From an optimization exercise on the open Yosys and OpenROAD flow, aimed at small area, a short achievable clock period and few clock cycles per item; shortcuts taken in it are not production practice.
Only simulation tests tie the RTL to the original design; equivalence was not proved.

## flow/design.v (module list and top-level ports; edited modules follow where they fit)
// module matvec_engine_mac_lane: 2751 lines
// module matvec_engine_mac_fin: 188 lines
// module matvec_engine: 131 lines
module matvec_engine
#(
  parameter int DATA_WIDTH = 16,
  parameter int FRAC_BITS  = 8,
  parameter int ROWS       = 4,
  parameter int COLS       = 4
) (
  input  logic                                     clk,
  input  logic                                     rst_n,
  input  logic                                     in_valid,
  output logic                                     in_ready,
  input  logic [1:0]                               mode,
  input  logic [ROWS-1:0][COLS-1:0][DATA_WIDTH-1:0] mat,
  input  logic [COLS-1:0][DATA_WIDTH-1:0]          vec,
  input  logic [ROWS-1:0][DATA_WIDTH-1:0]          bias,
  input  logic                                     abort,
  output logic [ROWS-1:0][DATA_WIDTH-1:0]          out,
  output logic [ROWS-1:0]                          out_sat,
  output logic                                     out_valid,
  input  logic                                     out_ready,
  output logic                                     busy
);
  // ...
==> flow/flow/run.sh <==
#!/bin/bash
# Own layout flow: the standard synthesis; then fapol.py re-polarises the
# full adders (removing the inverters synthesis leaves between adder cells)
# and gives each adder's latest input its fastest pin; then the standard
# layout of that netlist, with plain buffers (instead of delay buffers) on the
# ports, and timing repair aimed at 6 ns of slack. Each tool logs to its own
# file here.
set -euo pipefail
R=orfs/results/${FLOW_PLATFORM}/matvec_engine/base
bash standard.sh synth > synth.log 2>&1
cp "$R/1_2_yosys.v" "$R/1_2_yosys_std.v"
python3 flow/fapol.py "$R/1_2_yosys_std.v" "$R/1_2_yosys.v" > fapol.log 2>&1
bash standard.sh "BUFFER_PORTS_ARGS=-buffer_cell sky130_fd_sc_hd__buf_1" SETUP_SLACK_MARGIN=6 finish > layout.log 2>&1
==> flow/flow/fapol.py <==
#!/usr/bin/env python3
"""Re-choose the polarity and input pins of full-adder cells in a flat gate
netlist.

A full adder is self-dual: FA(~a,~b,~c) = (~sum, ~cout). Synthesis leaves
inverters between adders of a carry-save tree; this script removes every
inverter, chooses for each fa cell whether it works on true or complemented
signals so that as few nets as possible need a complement, and adds one
inverter per net whose complement is still needed. Finally it connects each
adder's inputs so that the latest-arriving one uses the fastest pin (CIN).

usage: fapol.py IN.v OUT.v
"""
import re
import sys
import random

src = open(sys.argv[1]).read()
m = re.search(r'^\s*sky130_fd_sc_hd__\w+\s', src, re.M)
head, body = src[:m.start()], src[m.start():]
end = body.rindex('endmodule')
body, tail = body[:end], body[end:]

inst_re = re.compile(r'\s*(sky130_fd_sc_hd__\w+)\s+(\\\S+ |\S+)\s*\((.*?)\);\n', re.S)
pin_re = re.compile(r'\.(\w+)\(\s*(\\\S+ |[^()\s]+)\s*\)')
cells = []
pos = 0
for mm in inst_re.finditer(body):
    assert mm.start() == pos, body[pos:pos + 200]
    pos = mm.end()
    pins = [(p, n.strip() if not n.startswith('\\') else n) for p, n in pin_re.findall(mm.group(3))]
    cells.append([mm.group(1), mm.group(2), pins])
assert body[pos:].strip() == '', body[pos:pos + 200]

OUTP = {'X', 'Y', 'Q', 'Q_N', 'COUT', 'SUM', 'HI', 'LO'}
isinv = lambda t: re.match(r'sky130_fd_sc_hd__(clk)?inv_\d+$', t) is not None
isfa = lambda t: re.match(r'sky130_fd_sc_hd__fa_\d+$', t) is not None

ports = set()
for d, rng, names in re.findall(r'^\s*(input|output|inout)\s*(\[[^\]]*\])?\s*([^;]+);', head, re.M):
    for n in names.split(','):
        n = n.strip()
        if rng:
            hi, lo = map(int, rng[1:-1].split(':'))
            for i in range(min(hi, lo), max(hi, lo) + 1):
                ports.add(f"{n}[{i}]")
        ports.add(n)

inv_of = {}   # inverter output net -> input net
for t, n, pins in cells:
    if isinv(t):
        d = dict(pins)
        if d['Y'] not in ports:
            inv_of[d['Y']] = d['A']


def lit(net):
    p = 0
    while net in inv_of:
        net = inv_of[net]
        p ^= 1
    return net, p


fas = [i for i, c in enumerate(cells) if isfa(c[0])]
fa_out = {}   # net -> fa index driving it
for i in fas:
    for p, n in cells[i][2]:
        if p in OUTP:
            fa_out[n] = i
flip = {i: 0 for i in fas}

# loads: list of (cell index, pin, base net, pol) for every input pin of a kept cell
loads = []
for ci, (t, n, pins) in enumerate(cells):
    if isinv(t) and dict(pins)['Y'] in inv_of:
        continue
    for p, net in pins:
        if p in OUTP:
            continue
        b, pol = lit(net)
        loads.append((ci, p, b, pol))
net_loads = {}
for li, (ci, p, b, pol) in enumerate(loads):
    net_loads.setdefault(b, []).append(li)
cell_loads = {}
for li, (ci, p, b, pol) in enumerate(loads):
    cell_loads.setdefault(ci, []).append(li)


def need(li):
    ci, p, b, pol = loads[li]
    ph = flip.get(fa_out.get(b, -1), 0)
    return pol ^ ph ^ (flip[ci] if ci in flip else 0)


def net_cost(b):
    return 1 if any(need(li) for li in net_loads.get(b, [])) else 0


def local_cost(i):
    nets = set(loads[li][2] for li in cell_loads.get(i, []))
    for p, n in cells[i][2]:
        if p in OUTP:
            nets.add(n)
    return sum(net_cost(b) for b in nets), nets


def total():
    return sum(net_cost(b) for b in net_loads)


# output ports driven by a net: the port net itself is the base net, so a
# flipped driver would need an inverter; model ports as loads with pol 0
for pn in ports:
    if pn in fa_out:
        pass  # handled: a port net's value is read via its own name below

before = total()
# decide flips in reverse topological order: each fa takes the polarity its
# (already decided) loads prefer; xor2/xnor2 drivers can swap for free
XSWAP = {'sky130_fd_sc_hd__xor2_1': ('sky130_fd_sc_hd__xnor2_1', 'Y'),
         'sky130_fd_sc_hd__xnor2_1': ('sky130_fd_sc_hd__xor2_1', 'X')}
xdrv = {}
for ci, (t, n, pins) in enumerate(cells):
    if t in XSWAP:
        for p, net in pins:
            if p in OUTP and net not in ports:
                xdrv[net] = ci
                flip[ci] = 0
drv_of = dict(fa_out)
drv_of.update(xdrv)
# graph edges: driver cell -> load cell (through base nets)
succ = {}
for li, (ci, p, b, pol) in enumerate(loads):
    d = drv_of.get(b)
    if d is not None:
        succ.setdefault(d, set()).add(ci)
order = []
seen = set()
import sys as _s
_s.setrecursionlimit(100000)
def dfs(u):
    seen.add(u)
    for v in succ.get(u, ()):
        if v not in seen:
            dfs(v)
    order.append(u)
for u in list(flip):
    if u not in seen:
        dfs(u)
# order: sinks first (post-order)
def out_nets(i):
    return [n for p, n in cells[i][2] if p in OUTP]
def ph_of(b):
    d = drv_of.get(b, -1)
    return flip.get(d, 0)
def need2(li):
    ci, p, b, pol = loads[li]
    lf = flip[ci] if (ci in flip and isfa(cells[ci][0])) else 0
    return pol ^ ph_of(b) ^ lf
need = need2
for i in order:
    if i not in flip:
        continue
    if any(n in ports for n in out_nets(i)):
        continue
    best = None
    for f in (0, 1):
        flip[i] = f
        c = 0
        for n in out_nets(i):
            c += 1 if any(need2(li) for li in net_loads.get(n, [])) else 0
        if best is None or c < best[0]:
            best = (c, f)
    flip[i] = best[1]
after = sum(1 if any(need2(li) for li in net_loads.get(b, [])) else 0 for b in net_loads)

# rewrite: drop removed inverters, reconnect loads, add one inverter per net
new_inv = {}
out_cells = []
for ci, (t, n, pins) in enumerate(cells):
    if isinv(t) and dict(pins)['Y'] in inv_of:
        continue
    np = []
    for p, net in pins:
        if p in OUTP:
            np.append((p, net))
            continue
        b, pol = lit(net)
        want = pol ^ ph_of(b) ^ (flip[ci] if (ci in flip and isfa(t)) else 0)
        if want:
            if b not in new_inv:
                new_inv[b] = f"_fapol_n{len(new_inv)}_"
            np.append((p, new_inv[b]))
        else:
            np.append((p, b))
    if ci in xdrv.values() and flip.get(ci):
        t2, op = XSWAP[t]
        np = [(op if p in OUTP else p, net) for p, net in np]
        t = t2
    out_cells.append((t, n, np))
for b, nn in new_inv.items():
    out_cells.append(('sky130_fd_sc_hd__inv_1', f"_fapol_i{nn[7:]}", [('A', b), ('Y', nn)]))

# Full-adder inputs are interchangeable; the CIN pin is the fastest and A the
# slowest, so give the latest-arriving input CIN and the earliest A. Arrival
# times are a rough static estimate (fixed delay per cell and arc).
FA_D = {('A', 'SUM'): 0.58, ('B', 'SUM'): 0.55, ('CIN', 'SUM'): 0.53,
        ('A', 'COUT'): 0.47, ('B', 'COUT'): 0.44, ('CIN', 'COUT'): 0.42}
SEQ = re.compile(r'sky130_fd_sc_hd__(e?df|dl|sdf)')


def arrivals(cl):
    drv = {}
    for ci, (t, n, pins) in enumerate(cl):
        for p, net in pins:
            if p in OUTP:
                drv[net] = ci
    memo = {}
    sys.setrecursionlimit(200000)

    def arr(net):
        if net in memo:
            return memo[net]
        memo[net] = 0.0
        ci = drv.get(net)
        if ci is None or SEQ.match(cl[ci][0]):
            v = 0.4 if ci is not None else 0.0
        else:
            t, n, pins = cl[ci]
            outp = [p for p, x in pins if x == net][0]
            v = 0.0
            for p, x in pins:
                if p in OUTP:
                    continue
                d = FA_D.get((p, outp), 0.25) if isfa(t) else 0.25
                v = max(v, arr(x) + d)
        memo[net] = v
        return v
    return arr


nswap = 0
for _ in range(3):
    arr = arrivals(out_cells)
    changed = 0
    for ci, (t, n, pins) in enumerate(out_cells):
        if not isfa(t):
            continue
        d = dict(pins)
        ins = sorted([d['A'], d['B'], d['CIN']], key=arr)
        if [d['A'], d['B'], d['CIN']] != ins:
            d['A'], d['B'], d['CIN'] = ins
            out_cells[ci] = (t, n, [(p, d[p]) for p, _ in pins])
            changed += 1
    nswap += changed
    if not changed:
        break

# nets that were inverter outputs and are now undriven must not be read
used = set(net for t, n, pins in out_cells for p, net in pins)
with open(sys.argv[2], 'w') as f:
    f.write(head)
    for nn in new_inv.values():
        f.write(f"  wire {nn};\n")
    for t, n, pins in out_cells:
        f.write(f"  {t} {n} (\n")
        f.write(",\n".join(f"    .{p}({net})" for p, net in pins))
        f.write("\n  );\n")
    f.write(tail)
ninv0 = sum(1 for c in cells if isinv(c[0]))
ninv1 = sum(1 for c in out_cells if isinv(c[0]))
nflip = sum(flip.values())
nx = sum(1 for i in xdrv.values() if flip.get(i))
print(f"fapol: {nswap} fa input reorderings", file=sys.stderr)
print(f"fapol: {len(fas)} fa cells, {nflip} flipped ({nx} xor/xnor swapped); inverters {ninv0} -> {ninv1} (nets needing complement {before} -> {after})", file=sys.stderr)
==> flow/standard.sh <==
#!/bin/bash
# synth_recipe.tcl (not shown) runs the flow's synth.tcl, then flattens the netlist and writes it again
# the make line also repeats each setting of config.mk as NAME=value (left out here)
make -C /OpenROAD-flow-scripts/flow DESIGN_CONFIG=/design/flow/config.mk WORK_HOME=/design/flow/orfs CLKGATE_MAP_FILE= SYNTH_SCRIPT=/design/flow/synth_recipe.tcl "${@:-finish}"
==> flow/config.mk <==
export PLATFORM = sky130hd
export DESIGN_NAME = matvec_engine
export DESIGN_NICKNAME = matvec_engine
export VERILOG_FILES = /design/flow/design.v
export SDC_FILE = /design/flow/constraint.sdc
export NUM_CORES = 4
export LEC_CHECK = 0
export CAP_MARGIN = 20
export CORE_MARGIN = 2
export CORE_UTILIZATION = 55
export PLACE_DENSITY = 0.65
export SLEW_MARGIN = 20
==> flow/constraint.sdc <==
create_clock -name core_clock -period 11.0 [get_ports {clk}]
set_input_delay 2.2000 -clock core_clock [delete_from_list [all_inputs] [get_ports {clk}]]
set_output_delay 2.2000 -clock core_clock [all_outputs]
set_load 0.01 [all_outputs]
==> out/qor.yml, run 1 <==
floorplanning:
  n_tap_cell: 2805
  floorplan.initialDensity_pct: 55.2
  die_area_um2: 214000
  die_h_um: 462
  core_um2: 209000
critical_path:
  slowest_stage: "o21ai_1"
  worstSetupStartpointType: "register"
  cpLargestDelayFamily: "adder cells"
  setup.worst_path.class: "reg2reg"
  startpoint: "g_row[3].cs_q[65]"
  rr_endpoint: "q_out[188]"
  crit_fanout: 16
  crit_chain: "fa_1, fa_1, ha_1, fa_1, a31oi_1, xor2_1, or4_1, nor4_2, nand2_1, o21ai_1, xnor2_1, nand2_2, o21ai_1"
logic_synthesis:
  synth_area_um2: 115000
  yosysWarnings: 1
final_layout:
  drive_above_1_share_pct: 7.33
  top_register: "g_row.cs_q"
  inverters: 259
  multi_input_area_share_pct: 71.1
  regArea_um2: 22000
  nMultiInputCombCells: 7828
  design_area_um2: 124000
sta:
  rsz0062_at_grt: "yes"
  setup_tns_ns: 0
  period_minus_slack_ns: 5.16
  finalCritPeriodShare_pct: 46.9
clock_tree:
  ctsHoldBuffers: 0
  tritoncts: "yes"
place:
  dp_cells: 12600
  hpwl_mm: 410
global_route:
  grtUsageMet3_pct: 33.5
  grt_usage_pct: 55.2
min_path:
  holdPathEnd: "vb"
drt:
  routed_wl_mm: 595
  routed-wl-met2_mm: 227
status:
  status: "complete, no violations"
Testbench counts, summed over its fixed seeds: cycles 824, items 800.
==> run 2, diff against run 1 <==
==> flow/flow/run.sh (replaced) <==
#!/bin/bash
# Own layout flow: the standard synthesis; then fapol.py re-polarises the
# full adders (removing the inverters synthesis leaves between adder cells);
# then the standard layout of that netlist, with plain buffers (instead of
# delay buffers) on the ports. Each tool logs to its own file here.
set -euo pipefail
R=orfs/results/${FLOW_PLATFORM}/matvec_engine/base
bash standard.sh synth > synth.log 2>&1
cp "$R/1_2_yosys.v" "$R/1_2_yosys_std.v"
python3 flow/fapol.py "$R/1_2_yosys_std.v" "$R/1_2_yosys.v" > fapol.log 2>&1
bash standard.sh "BUFFER_PORTS_ARGS=-buffer_cell sky130_fd_sc_hd__buf_1" SETUP_SLACK_MARGIN=6 finish > layout.log 2>&1
--- a/flow/flow/fapol.py
+++ b/flow/flow/fapol.py
@@ -1,5 +1,4 @@
 #!/usr/bin/env python3
-"""Re-choose the polarity and input pins of full-adder cells in a flat gate
-netlist.
+"""Re-choose the polarity of full-adder cells in a flat gate netlist.
 
 A full adder is self-dual: FA(~a,~b,~c) = (~sum, ~cout). Synthesis leaves
@@ -7,6 +6,5 @@
 inverter, chooses for each fa cell whether it works on true or complemented
 signals so that as few nets as possible need a complement, and adds one
-inverter per net whose complement is still needed. Finally it connects each
-adder's inputs so that the latest-arriving one uses the fastest pin (CIN).
+inverter per net whose complement is still needed.
 
 usage: fapol.py IN.v OUT.v
@@ -204,59 +202,4 @@
     out_cells.append(('sky130_fd_sc_hd__inv_1', f"_fapol_i{nn[7:]}", [('A', b), ('Y', nn)]))
 
-# Full-adder inputs are interchangeable; the CIN pin is the fastest and A the
-# slowest, so give the latest-arriving input CIN and the earliest A. Arrival
-# times are a rough static estimate (fixed delay per cell and arc).
-FA_D = {('A', 'SUM'): 0.58, ('B', 'SUM'): 0.55, ('CIN', 'SUM'): 0.53,
-        ('A', 'COUT'): 0.47, ('B', 'COUT'): 0.44, ('CIN', 'COUT'): 0.42}
-SEQ = re.compile(r'sky130_fd_sc_hd__(e?df|dl|sdf)')
-
-
-def arrivals(cl):
-    drv = {}
-    for ci, (t, n, pins) in enumerate(cl):
-        for p, net in pins:
-            if p in OUTP:
-                drv[net] = ci
-    memo = {}
-    sys.setrecursionlimit(200000)
-
-    def arr(net):
-        if net in memo:
-            return memo[net]
-        memo[net] = 0.0
-        ci = drv.get(net)
-        if ci is None or SEQ.match(cl[ci][0]):
-            v = 0.4 if ci is not None else 0.0
-        else:
-            t, n, pins = cl[ci]
-            outp = [p for p, x in pins if x == net][0]
-            v = 0.0
-            for p, x in pins:
-                if p in OUTP:
-                    continue
-                d = FA_D.get((p, outp), 0.25) if isfa(t) else 0.25
-                v = max(v, arr(x) + d)
-        memo[net] = v
-        return v
-    return arr
-
-
-nswap = 0
-for _ in range(3):
-    arr = arrivals(out_cells)
-    changed = 0
-    for ci, (t, n, pins) in enumerate(out_cells):
-        if not isfa(t):
-            continue
-        d = dict(pins)
-        ins = sorted([d['A'], d['B'], d['CIN']], key=arr)
-        if [d['A'], d['B'], d['CIN']] != ins:
-            d['A'], d['B'], d['CIN'] = ins
-            out_cells[ci] = (t, n, [(p, d[p]) for p, _ in pins])
-            changed += 1
-    nswap += changed
-    if not changed:
-        break
-
 # nets that were inverter outputs and are now undriven must not be read
 used = set(net for t, n, pins in out_cells for p, net in pins)
@@ -274,4 +217,3 @@
 nflip = sum(flip.values())
 nx = sum(1 for i in xdrv.values() if flip.get(i))
-print(f"fapol: {nswap} fa input reorderings", file=sys.stderr)
 print(f"fapol: {len(fas)} fa cells, {nflip} flipped ({nx} xor/xnor swapped); inverters {ninv0} -> {ninv1} (nets needing complement {before} -> {after})", file=sys.stderr)
--- a/flow/config.mk
+++ b/flow/config.mk
@@ -8,5 +8,4 @@
 export CAP_MARGIN = 20
 export CORE_MARGIN = 2
-export CORE_UTILIZATION = 55
-export PLACE_DENSITY = 0.65
+export CORE_UTILIZATION = 40
 export SLEW_MARGIN = 20
==> run 2 against run 1 <==
Net effect: critical path depth fell by 3; sequential cell count unchanged; utilization is 15 points lower; critical endpoint is now g_row[0].cs_q[57]; final cell count grew 8.1%; die area grew 37%; highest routed layer unchanged; still clean on timing, DRC and antenna.
==> out/qor.yml, run 2 <==
status:
  status: "complete, no violations"
logic_synthesis:
  yosysWarnings: 1  # unchanged
  synthCells: 10300
  syn_avg_cell_area_um2: 11.2
  synth_area_um2: 115000  # unchanged
  synthesis.nets: 13200
sta:
  finalCritPeriodShare_pct: 46.7  # -0.27 points
  hold-worst-slack_ns: 0.587
  slew_headroom_pct: 11.8
  period_minus_slack_ns: 5.13  # -0.0302 ns
  drv_slew: 0
  fin_skew_ns: 0.0843
  setup_tns_ns: 0  # unchanged
  hold_viol: 0
  rsz0062_at_grt: "yes"
  setup_violations: 0
  worst_pin_slew_ns: 1.32
  fmax_ghz: 0.195
critical_path:
  r2r_start: "one_q[17]"
  slowest_stage: "fa_1"
  setup.worst_path.class: "reg2reg"
  cpLargestDelayFamily: "adder cells"
  reg2reg_depth: 10
  rr_endpoint: "g_row[0].cs_q[57]"
  worstPathArrival_ns: 5.87
  max_stage_delay_ns: 0.57
  crit_fanout: 40  # +24
  cpMostUsedCell: "fa_1"
  cp.required_ns: 11.74
  worstSetupStartpointType: "register"
  r2r_slack_ns: 5.87
  cp-end-kind: "register"
  worst-path-buf-inv: 2
  crit_chain: "buf_6, buf_12, o21ai_0, xor2_2, fa_1, fa_1, fa_1, fa_1, fa_1, fa_1"
clock_tree:
  cts.sinks: 980
  tritoncts: "yes"
  clk_pin_slew_ns: 0.06
  cts_made_buffers: 137
  ctsHoldBuffers: 0  # unchanged
  htree_levels: 4
  root_buffer: "clkbuf_16"
  clk_latency_ns: 0.91
  ctsLongestPathBuffers: 4
place:
  routabilityCongestion: 1.04
  hpwl_mm: 432  # +5.3%
  io_buffers: 461
drt:
  avgViaCountPerCell: 6.68
  drc: 0
  drt_iter0_drc: 14500
  first_pass_iters: 11
  routed_wl_mm: 615  # +3.3%
  wl_per_cell_um: 43.9
  num_vias: 93600
  ant_nets: 0
floorplanning:
  rows: 197
  ioPinCount: 462
  die_area_um2: 293000  # +37%
  core_um2: 288000  # +38%
  floorplan.initialDensity_pct: 40.1  # -15 points
  dieWidth_um: 541
  die_h_um: 541  # +17%
final_layout:
  final_net_count: 12900
  multi_input_area_um2: 88200
  final_cell_mix: "fa_1, a22oi_1, xnor2_1, xor2_1, dfxtp_1"
  fill_cells: 26600
  top_register: "g_row.cs_q"
  area_growth_pct: 9.76
  drive_above_1_share_pct: 8.19  # +0.86 points
  post-route-util_pct: 44.0
  reg_top3: "g_row.cs_q: 352 flops, mat_q: 256 flops, q_out: 192 flops"
  final_common_cell: "fa_1"
  regArea_um2: 22000  # about the same
  largest_register_ffs: 352
min_path:
  hold_start: "va"
  holdPathEnd: "vb"
  hold_class: "reg2reg"
  worstHoldPathCells: 1
global_route:
  gr-total-overflow: 0
  grt_max_degree: 70
  grt_pass1_vias: 98200
  antenna_found_initial: 70
  grt_usage_pct: 41.1  # -14 points
  grt_pass1_wl_mm: 827
flow_run:
  maxCapViolCount: 0
-- run 2: worst reg2reg max path: cells and delay by family, from the launching register on --
| kind | cells | cell delay (ns) |
|---|---|---|
| AOI/OAI and AO/OA | 1 | 0.47 |
| xor gates and xnor gates | 1 | 0.32 |
| adders and majority gates | 6 | 3.05 |
| buffers and inverters | 2 | 0.79 |
| DFF | 1 | 0.34 |
-- run 2: metal layers --
layer	GRT usage (%)	part of all wire, %	vias up
met5	1.28	0.12	-
met4	32.5	10	50
met3	20.3	16	2756
met2	57.1	40	8779
met1	47.8	34	47700
li1	-	-	34400
-- run 2: how the worst max path moves through the flow --
stage	start	to	slack [ns]	depth (start not counted)
floorplan	neg_q[27]	g_row[1].cs_q[37]	6.19	10
global placement	neg_q[28]	g_row[3].cs_q[19]	4.40	9
detailed placement	neg_q[20]	g_row[3].cs_q[19]	4.97	10
CTS	neg_q[20]	g_row[0].cs_q[70]	5.96	10
global route	g_row[2].cs_q[65]	q_out[33]	5.87	13
finish	one_q[17]	g_row[0].cs_q[57]	5.87	10
-- run 2: repair_timing --
item,CTS,global route
setup buffers,19,38
endpoints found under the setup margin,441,186
resized for setup,203,142
pin swaps,1,1
-- run 2: area by class of cell --
type                       count  area share [%]
antenna                       52           0.103
inverter                     259           0.807
clock buffer                 167            2.92
timing repair buffer         862            4.66
tap                         3781            3.73
sequential                   980            17.4
clock inverter                80           0.809
multi-input combinational   7827            69.6
-- run 2: stage by stage --
stage | instance area, um^2 | instances | setup slack, ns
2_1_floorplan | 115000 | 10300 | 6.19
3_3_place_gp | 120000 | 13600 | 4.40
3_5_place_dp | 120000 | 13700 | 4.97
4_1_cts | 126000 | 13900 | 5.96
5_1_grt | 127000 | 14000 | 5.87
6_report | 127000 | 14000 | 5.87
==> run 3, diff against run 2 <==
--- a/flow/config.mk
+++ b/flow/config.mk
@@ -8,4 +8,5 @@
 export CAP_MARGIN = 20
 export CORE_MARGIN = 2
-export CORE_UTILIZATION = 40
+export CORE_UTILIZATION = 55
+export PLACE_DENSITY = 0.65
 export SLEW_MARGIN = 20
==> run 3 against run 2 <==
Net effect: worst setup slack better by 0.042 ns; clock skew up 0.0090 ns; global-route usage up 13 points; still clean on timing, DRC and antenna; utilization up 16 points; largest cell class unchanged; hold slack worse by 0.0057 ns; non-clock buffer count down 33; count of clock-buffer cells in the layout down 28; via count up 2.1%; synthesized cell count unchanged; sequential share of layout area up 0.28 points; sequential cell count unchanged.
==> out/qor.yml, run 3 <==
drt:
  drc: 0  # unchanged
  first_pass_iters: 11  # unchanged
  wl_per_cell_um: 45.0  # +2.6%
  routed_wl_mm: 585  # -4.9%
  num_vias: 95600  # +2.1%
  ant_nets: 0  # unchanged
  avgViaCountPerCell: 7.36  # +10%
  drt_iter0_drc: 16000  # +10%
critical_path:
  r2r_slack_ns: 5.91  # +0.04 ns
  max_stage_delay_ns: 0.86  # +0.29 ns
  cp.required_ns: 11.75  # about the same
  crit_chain: "buf_6, xnor2_1, fa_1, fa_1, fa_1, fa_1, fa_1, fa_1"
  slowest_stage: "dfxtp_4"
  cp-end-kind: "register"
  worstSetupStartpointType: "register"
  worst-path-buf-inv: 1  # -1
  worstPathArrival_ns: 5.84  # -0.03 ns
  cpMostUsedCell: "fa_1"
  setup.worst_path.class: "reg2reg"
  r2r_start: "neg_q[0]"
  rr_endpoint: "g_row[3].cs_q[34]"
  cpLargestDelayFamily: "adder cells"
  reg2reg_depth: 8  # -2
  crit_fanout: 39  # -2.5%
place:
  hpwl_mm: 408  # -5.6%
  dp_cells: 12700  # -7.2%
  io_buffers: 461  # unchanged
  routabilityCongestion: 1.08  # +4.4%
sta:
  finalCritPeriodShare_pct: 46.3  # -0.38 points
  fin_skew_ns: 0.0932  # +0.00896 ns
  slew_headroom_pct: 11.8  # about the same
  rsz0062_at_grt: "no"
  period_minus_slack_ns: 5.09  # -0.0419 ns
  worst_pin_slew_ns: 1.32  # -0.000132 ns
  setup_tns_ns: 0  # unchanged
  hold-worst-slack_ns: 0.581  # -0.00574 ns
  fmax_ghz: 0.196  # +0.82%
  drv_slew: 0  # unchanged
  hold_viol: 0  # unchanged
  setup_violations: 0  # unchanged
global_route:
  grt_max_degree: 69  # -1.4%
  grt_pass1_wl_mm: 795  # -3.9%
  antenna_found_initial: 66  # -5.7%
  grt_pass1_vias: 98400  # +0.25%
  gr-total-overflow: 0  # unchanged
  grt_usage_pct: 54.5  # +13 points
clock_tree:
  clk_latency_ns: 0.88  # -0.03 ns
  ctsLongestPathBuffers: 3  # -1
  cts.sinks: 980  # unchanged
  cts_made_buffers: 113  # -18%
  htree_levels: 3  # -1
  tritoncts: "yes"
  clk_pin_slew_ns: 0.06  # about the same
  ctsHoldBuffers: 0  # unchanged
  root_buffer: "clkbuf_16"
min_path:
  worstHoldPathCells: 1  # unchanged
  hold_class: "reg2reg"
  holdPathEnd: "vb"
  hold_start: "va"
floorplanning:
  ioPinCount: 462  # unchanged
  dieWidth_um: 462  # -15%
  die_h_um: 462  # -15%
  floorplan.initialDensity_pct: 55.2  # +15 points
  die_area_um2: 214000  # -27%
  core_um2: 209000  # -27%
  rows: 168  # -15%
logic_synthesis:
  syn_avg_cell_area_um2: 11.2  # unchanged
  yosysWarnings: 1  # unchanged
  synth_area_um2: 115000  # unchanged
  synthCells: 10300  # unchanged
  synthesis.nets: 13200  # unchanged
final_layout:
  fin_cells: 13000  # -7.3%
  post-route-util_pct: 59.6  # +16 points
  top_register: "g_row.cs_q"
  reg_top3: "g_row.cs_q: 352 flops, mat_q: 256 flops, q_out: 192 flops"
  final_cell_mix: "fa_1, a22oi_1, xnor2_1, xor2_1, dfxtp_1"
  largest_register_ffs: 352  # unchanged
  area_growth_pct: 7.92
  final_common_cell: "fa_1"
  drive_above_1_share_pct: 7.45  # -0.74 points
  final_net_count: 12800  # -0.44%
flow_run:
  maxCapViolCount: 0  # unchanged
status:
  status: "complete, no violations"
[run 3: how the worst max path moves through the flow]
stage / start / to / cells after the start
final: neg_q[0] / g_row[3].cs_q[34] / 8
after global routing: neg_q[25] / g_row[3].cs_q[57] / 8
after CTS: g_row[3].cs_q[65] / q_out[117] / 13
after detailed placement: neg_q[21] / g_row[3].cs_q[31] / 9
after global placement: neg_q[21] / g_row[3].cs_q[31] / 9
after floorplan: neg_q[27] / g_row[1].cs_q[37] / 10
[run 3: worst register-to-register path: stages, from the launching register on]
cell and delay (ns):
dfxtp_4 0.86, buf_6 0.67, xnor2_1 0.35, fa_1 0.45
fa_1 0.73, fa_1 0.50, fa_1 0.47, fa_1 0.52
fa_1 0.48
[run 3: layer usage]
metal / vias to the layer above / GRT usage (%) / share of wire [%]
met3: 3368 / 31.4 / 17
met2: 10100 / 72.5 / 39
met4: 78 / 49.2 / 12
li1: 34300 / - / -
met1: 47800 / 60.8 / 32
met5: - / 4.55 / 0.30
[run 3: final cells by class]
| class | instances | area, um^2 |
|---|---|---|
| diodes | 71 | 178 |
| clock buffers | 139 | 3050 |
| clock inverters | 76 | 1200 |
| fillers | 17400 | 84600 |
| inverters | 259 | 1010 |
| multi-input cells | 7827 | 88200 |
| flip-flops and latches | 980 | 22000 |
| well taps | 2805 | 3510 |
| repair buffers | 829 | 5470 |
[run 3: timing repair]
action                                  4_1_cts  5_1_grt
endpoints found under the hold margin         0        0
buffers inserted                             13       11
gates resized for setup                     153      147
endpoints found under the setup margin      340      220
cloned                                        1        0
[run 3: per-stage QoR]
stage	setup WS (ns)	cell area, um^2
floorplan	6.19	115000
global placement	4.49	119000
detailed placement	5.19	119000
CTS	5.81	124000
global route	6.00	124000
finish	5.91	125000
==> run 4, diff against run 3 <==
--- a/flow/flow/run.sh
+++ b/flow/flow/run.sh
@@ -3,5 +3,6 @@
 # full adders (removing the inverters synthesis leaves between adder cells);
 # then the standard layout of that netlist, with plain buffers (instead of
-# delay buffers) on the ports. Each tool logs to its own file here.
+# delay buffers) on the ports, and timing repair aimed at 6 ns of slack. Each
+# tool logs to its own file here.
 set -euo pipefail
 R=orfs/results/${FLOW_PLATFORM}/matvec_engine/base
==> run 4 against run 3 <==
Net effect: sequential cell count is the same; worst setup slack did not move; final cell count is the same; synthesized cell count did not move; sequential share of layout area did not move; critical endpoint unchanged; largest cell class unchanged.
==> out/qor.yml, run 4 <==
clock_tree:
  clk_pin_slew_ns: 0.06  # about the same
  ctsHoldBuffers: 0  # unchanged
  ctsLongestPathBuffers: 3  # unchanged
  cts.sinks: 980  # unchanged
  tritoncts: "yes"
  cts_made_buffers: 113  # unchanged
  htree_levels: 3  # unchanged
  clk_latency_ns: 0.88  # about the same
  root_buffer: "clkbuf_16"
sta:
  period_minus_slack_ns: 5.09  # unchanged
  rsz0062_at_grt: "no"
  fin_skew_ns: 0.0932  # unchanged
  drv_slew: 0  # unchanged
  setup_tns_ns: 0  # unchanged
  slew_headroom_pct: 11.8  # unchanged
  finalCritPeriodShare_pct: 46.3  # unchanged
  setup_violations: 0  # unchanged
  fmax_ghz: 0.196  # unchanged
  worst_pin_slew_ns: 1.32  # unchanged
  hold-worst-slack_ns: 0.581  # unchanged
  hold_viol: 0  # unchanged
drt:
  routed_wl_mm: 585  # unchanged
  drc: 0  # unchanged
  ant_nets: 0  # unchanged
  avgViaCountPerCell: 7.36  # unchanged
  num_vias: 95600  # unchanged
  drt_iter0_drc: 16000  # unchanged
  first_pass_iters: 11  # unchanged
  wl_per_cell_um: 45.0  # unchanged
global_route:
  grt_pass1_vias: 98400  # unchanged
  grt_pass1_wl_mm: 795  # unchanged
  gr-total-overflow: 0  # unchanged
  antenna_found_initial: 66  # unchanged
  grt_max_degree: 69  # unchanged
  grt_usage_pct: 54.5  # unchanged
floorplanning:
  die_area_um2: 214000  # unchanged
  die_h_um: 462  # unchanged
  ioPinCount: 462  # unchanged
  core_um2: 209000  # unchanged
  dieWidth_um: 462  # unchanged
  floorplan.initialDensity_pct: 55.2  # unchanged
  rows: 168  # unchanged
final_layout:
  fin_cells: 13000  # unchanged
  drive_above_1_share_pct: 7.45  # unchanged
  design_area_um2: 125000  # unchanged
  fill_cells: 17400  # unchanged
  final_cell_mix: "fa_1, a22oi_1, xnor2_1, xor2_1, dfxtp_1"
  final_net_count: 12800  # unchanged
  largest_register_ffs: 352  # unchanged
  area_growth_pct: 7.92  # unchanged
  top_register: "g_row.cs_q"
  regArea_um2: 22000  # unchanged
  reg_top3: "g_row.cs_q: 352 flops, mat_q: 256 flops, q_out: 192 flops"
  final_common_cell: "fa_1"
  multi_input_area_um2: 88200  # unchanged
logic_synthesis:
  synth_area_um2: 115000  # unchanged
  synthCells: 10300  # unchanged
  syn_avg_cell_area_um2: 11.2  # unchanged
  synthesis.nets: 13200  # unchanged
  yosysWarnings: 1  # unchanged
place:
  dp_cells: 12700  # unchanged
  hpwl_mm: 408  # unchanged
  io_buffers: 461  # unchanged
  routabilityCongestion: 1.08  # unchanged
  placed_cell_area_um2: 119000  # unchanged
critical_path:
  worst-path-buf-inv: 1  # unchanged
  worstSetupStartpointType: "register"
  crit_fanout: 39  # unchanged
  max_stage_delay_ns: 0.86  # about the same
  crit_chain: "buf_6, xnor2_1, fa_1, fa_1, fa_1, fa_1, fa_1, fa_1"
  setup.worst_path.class: "reg2reg"
  cpLargestDelayFamily: "adder cells"
  cp.required_ns: 11.75  # about the same
  cp-end-kind: "register"
  worstPathArrival_ns: 5.84  # about the same
  slowest_stage: "dfxtp_4"
  cpMostUsedCell: "fa_1"
min_path:
  hold_class: "reg2reg"
flow_run:
  maxCapViolCount: 0  # unchanged
status:
  status: "complete, no violations"
run 4: layer usage:
layer	vias to the layer above	wire length [um]	GRT usage [%]
li1	34300	-	-
met1	47800	185000	60.8
met2	10100	227000	72.5
met3	3368	102000	31.4
met4	78	69600	49.2
met5	-	1760	4.55
run 4: repair_timing:
| action | CTS | global route |
|---|---|---|
| resized for setup | 153 | 147 |
| setup buffers | 13 | 11 |
| gates cloned | 1 | 0 |
| setup endpoints to repair | 340 | 220 |
run 4: final cells by class:
class,instances,area share (%)
Antenna cell,71,0.143
Clock buffer,139,2.45
Clock inverter,76,0.960
Inverter,259,0.815
Multi-Input combinational cell,7827,70.8
Sequential cell,980,17.6
Tap cell,2805,2.82
Timing Repair Buffer,829,4.39
run 4: worst paths after layout:
kind,start,to,depth (start not counted),slack (ns)
worst min register to register,va,vb,1,0.58
worst min-delay path,va,vb,1,0.58
worst max-delay path,neg_q[0],g_row[3].cs_q[34],8,5.91
max in group asynchronous,rst_n,rp[1],1,9.43
worst max register to register,neg_q[0],g_row[3].cs_q[34],8,5.91
min in group asynchronous,rst_n,va,1,1.23
run 4: through the flow:
step                setup WS (ns)  utilization, %
CTS                          5.81            59.1
global placement             4.49            56.7
detailed placement           5.19            56.7
global route                 6.00            59.5
finish                       5.91            59.6
floorplan                    6.19               -

## separate check: timing with driven ports
In the flow no input, the clock included, has a driving cell. The finished layouts below were timed again as built, in two steps. Step 1 sets driving cells, clkbuf_16 on the clock port and buf_2 on the other inputs (assumed; they add their load-dependent delay and slew). Step 2 moves the port delays by t, midway between the first and last clock arrival at a register: inputs arrive t later, outputs are due t later. That takes back most of the time a late clock gives input paths. a / b / c = ideal / step 1 / step 2; a / b = the first two.
run	t (ns)	setup WS [ns]	worst setup path after step 2	slew at the worst register clock pin (ns)
run 1	0.964	5.837 / 5.837 / 5.837	register to register	0.08 / 0.08
run 2	0.978	5.867 / 5.867 / 5.867	register to register	0.08 / 0.08
run 3	0.939	5.909 / 5.893 / 5.909	register to register	0.08 / 0.08
run 4	0.939	5.909 / 5.893 / 5.909	register to register	0.08 / 0.08
After both steps setup and hold are still met in every run listed.
